Background: an optimization exercise with open tools, aiming at small area, a short achievable clock period and few clock cycles per item. Do not read the settings as production practice. Only simulation tests tie the RTL to the original design; equivalence was not proved.

## halton_sequence_generator_unit
module halton_sequence_generator_unit #(
	parameter int DIMS       = 8,
	parameter int FRAC_WIDTH = 16
) (
	input  logic        clk,
	input  logic        arst_n,
	input  logic        s_tvalid,
	output logic        s_tready,
	input  logic [15:0] s_tdata,    
	output logic        m_tvalid,
	input  logic        m_tready,
	output logic [71:0] m_tdata,    
	output logic [0:0]  m_tuser,    
	output logic        m_tlast,
	input  logic        cfg_valid,
	output logic        cfg_ready,
	input  logic [3:0]  cfg_data    
);
	logic       n_valid, n_rst;
	logic [7:0] n_s;
	logic [3:0] n_c;
	logic [7:0] hold, taken, ovf, xfer_d;
	logic [2:0] q;
	logic [7:0] qh;
	logic       load, adv;
	logic [15:0] num [8];
	logic [3:0]  k [8];
	hsg_ctrl u_ctrl (
		.clk       (clk),
		.arst_n    (arst_n),
		.s_tvalid  (s_tvalid),
		.s_tready  (s_tready),
		.s_tdata   (s_tdata),
		.cfg_valid (cfg_valid),
		.cfg_ready (cfg_ready),
		.cfg_data  (cfg_data),
		.m_tready  (m_tready),
		.hold      (hold),
		.taken     (taken),
		.n_valid   (n_valid),
		.n_rst     (n_rst),
		.n_s       (n_s),
		.n_c       (n_c),
		.m_tvalid  (m_tvalid),
		.m_tlast   (m_tlast),
		.q         (q),
		.qh        (qh),
		.load      (load),
		.adv       (adv),
		.xfer_d    (xfer_d)
	);
	hsg_dpath2 u_dim0 (
		.clk(clk), .arst_n(arst_n), .n_valid(n_valid), .n_rst(n_rst), .n_s(n_s), .n_c(n_c),
		.xfer(xfer_d[0]), .hold(hold[0]), .taken(taken[0]),
  ...
Size: about 3800 cells after synthesis.
Settings: LEC_CHECK=0, CAP_MARGIN=20, CORE_MARGIN=2, CORE_UTILIZATION=55, SETUP_SLACK_MARGIN=5.0, SLEW_MARGIN=20; clock period 10.0 ns.
run.sh (not shown) runs the stock make flow with config.mk's settings and CLKGATE_MAP_FILE= SYNTH_SCRIPT=/design/flow/synth_recipe.tcl, a recipe that flattens the netlist after the stock synthesis.
Testbench counts at the start, summed over its fixed seeds: cycles 3,136, items 384.
==> next run, changes <==
--- a/flow/design.v
+++ b/flow/design.v
@@ -2286,16 +2286,16 @@
 	localparam logic [W-1:0] NUM_MAX = W'(B ** K - 1);
 	logic [1:0]      ph_q;
 	logic            took_q;
 	logic [2:0]      j_q;
 	logic            done_q;
 	logic [K*DB-1:0] ring_q;
 	logic [ND*DB-1:0] sh_q;     
-	logic [3:0]      cy_q;      
-	logic [DB:0]     u_q;       
+	logic [1:0]      cy_q;      
+	logic [5:0]      u_q;       
 	logic [W-1:0]    acc_q;
 	logic [3:0]      k_q;
 	logic            ovf_q;
 	logic [DB-1:0]   x_q;       
 	logic            part_q;    
 	logic            upd_q;     
 	logic            sat_q;     
@@ -2314,18 +2314,19 @@
 	logic             one_dig;
 	logic [DB-1:0]    r;
 	logic [6:0]       hx;        
 	logic [ND*DB-1:0] hd;
 	hsg_add #(.W(DB+2), .N(2)) u_tadd (
 		.a((DB+2)'(u_q)), .b((DB+2)'(cy_q)), .c('0), .cin(1'b0), .y(t));
 	logic [DB-1:0] un_a, un_b;
-	logic [DB:0]   u_new;
+	logic [5:0]    u_new;
 	assign un_a  = step ? ring_q[2*DB-1:DB] : (clr ? '0 : ring_q[DB-1:0]);
 	assign un_b  = step ? sh_q[2*DB-1:DB] : hd[DB-1:0];
-	assign u_new = (DB+1)'(un_a) + (DB+1)'(un_b);
+	hsg_add #(.W(6), .N(3)) u_uadd (
+		.a(6'(un_a)), .b(6'(un_b)), .c(step ? 6'd0 : 6'(n_s[3:0])), .cin(1'b0), .y(u_new));
 	logic [5:0]       t6;
 	assign t6 = 6'(t);
 	generate
 		if (B == 9) begin : g_t9
 			assign hd = hsg_pkg::hdig9(n_s[7:4]);
 			assign {co, one_dig, r} = hsg_pkg::gnorm9(t6);
 			assign hx = hsg_pkg::henc9({part_q, x_q});
@@ -2446,21 +2447,21 @@
 		sat_q  <= step && ovf_now;
 		kd_q   <= step && done_now;
 		kz_q   <= (r == '0);
 		x_q    <= r;
 		part_q <= part;
 		if (start_run) begin
 			sh_q   <= hd;
-			cy_q   <= n_s[3:0];
+			cy_q   <= 2'd0;
 			u_q    <= u_new;
 			j_q    <= 3'd0;
 			done_q <= 1'b0;
 		end else if (step) begin
 			sh_q   <= {{DB{1'b0}}, sh_q[ND*DB-1:DB]};
-			cy_q   <= 4'(co);
+			cy_q   <= co;
 			u_q    <= u_new;
 			j_q    <= j_q + 3'd1;
 			done_q <= done_q || done_now;
 		end
 		if (start_run)
 			acc_q <= '0;
 		else if (sat_q)
=>
- flip-flop and latch count decreases by 10
- die area goes down by 1.4%
- worst hold slack stays flat
- global-route usage goes down by 0.51 points
- wire length came out lower by about 4%
- clock-buffer cell count does not change
- worst setup slack is worse by 0.25 ns
- register-to-register slack gets worse by 0.25 ns
- clock skew grows by 0.012 ns
- final area fell by about 1.6%
Testbench counts after the change, summed over its fixed seeds: cycles 3,136, items 384.

## static timing again, ports no longer ideal
How much do the figures lean on ideal ports? The routed layouts below were timed once more, with nothing changed but the port constraints. Step 1 assumes that a clkbuf_16 drives the clock port and a buf_2 every other input. Step 2 adds t to the input delays and takes it off the output delays; t is the mean of the earliest and latest rising clock arrival at the registers after step 1. Input paths then give back, and output paths get back, about the clock's delay inside the block. Slacks: ideal ports / drivers / drivers and shift; pairs: ideal ports / drivers.
| run | t, ns | slack for setup (ns) | worst register clock-pin slew, ns | pins driven straight from the clock port |
|---|---|---|---|---|
| the first run | 0.718 | 5.892 / 5.892 / 5.447 | 0.07 / 0.07 | 1 |
| the second run | 0.688 | 5.639 / 5.639 / 5.423 | 0.07 / 0.07 | 1 |
After both steps every run listed still meets setup and hold. The setup slack of the first run, which loses most, moves by 0.000 ns with the drivers and by -0.445 ns with both steps.
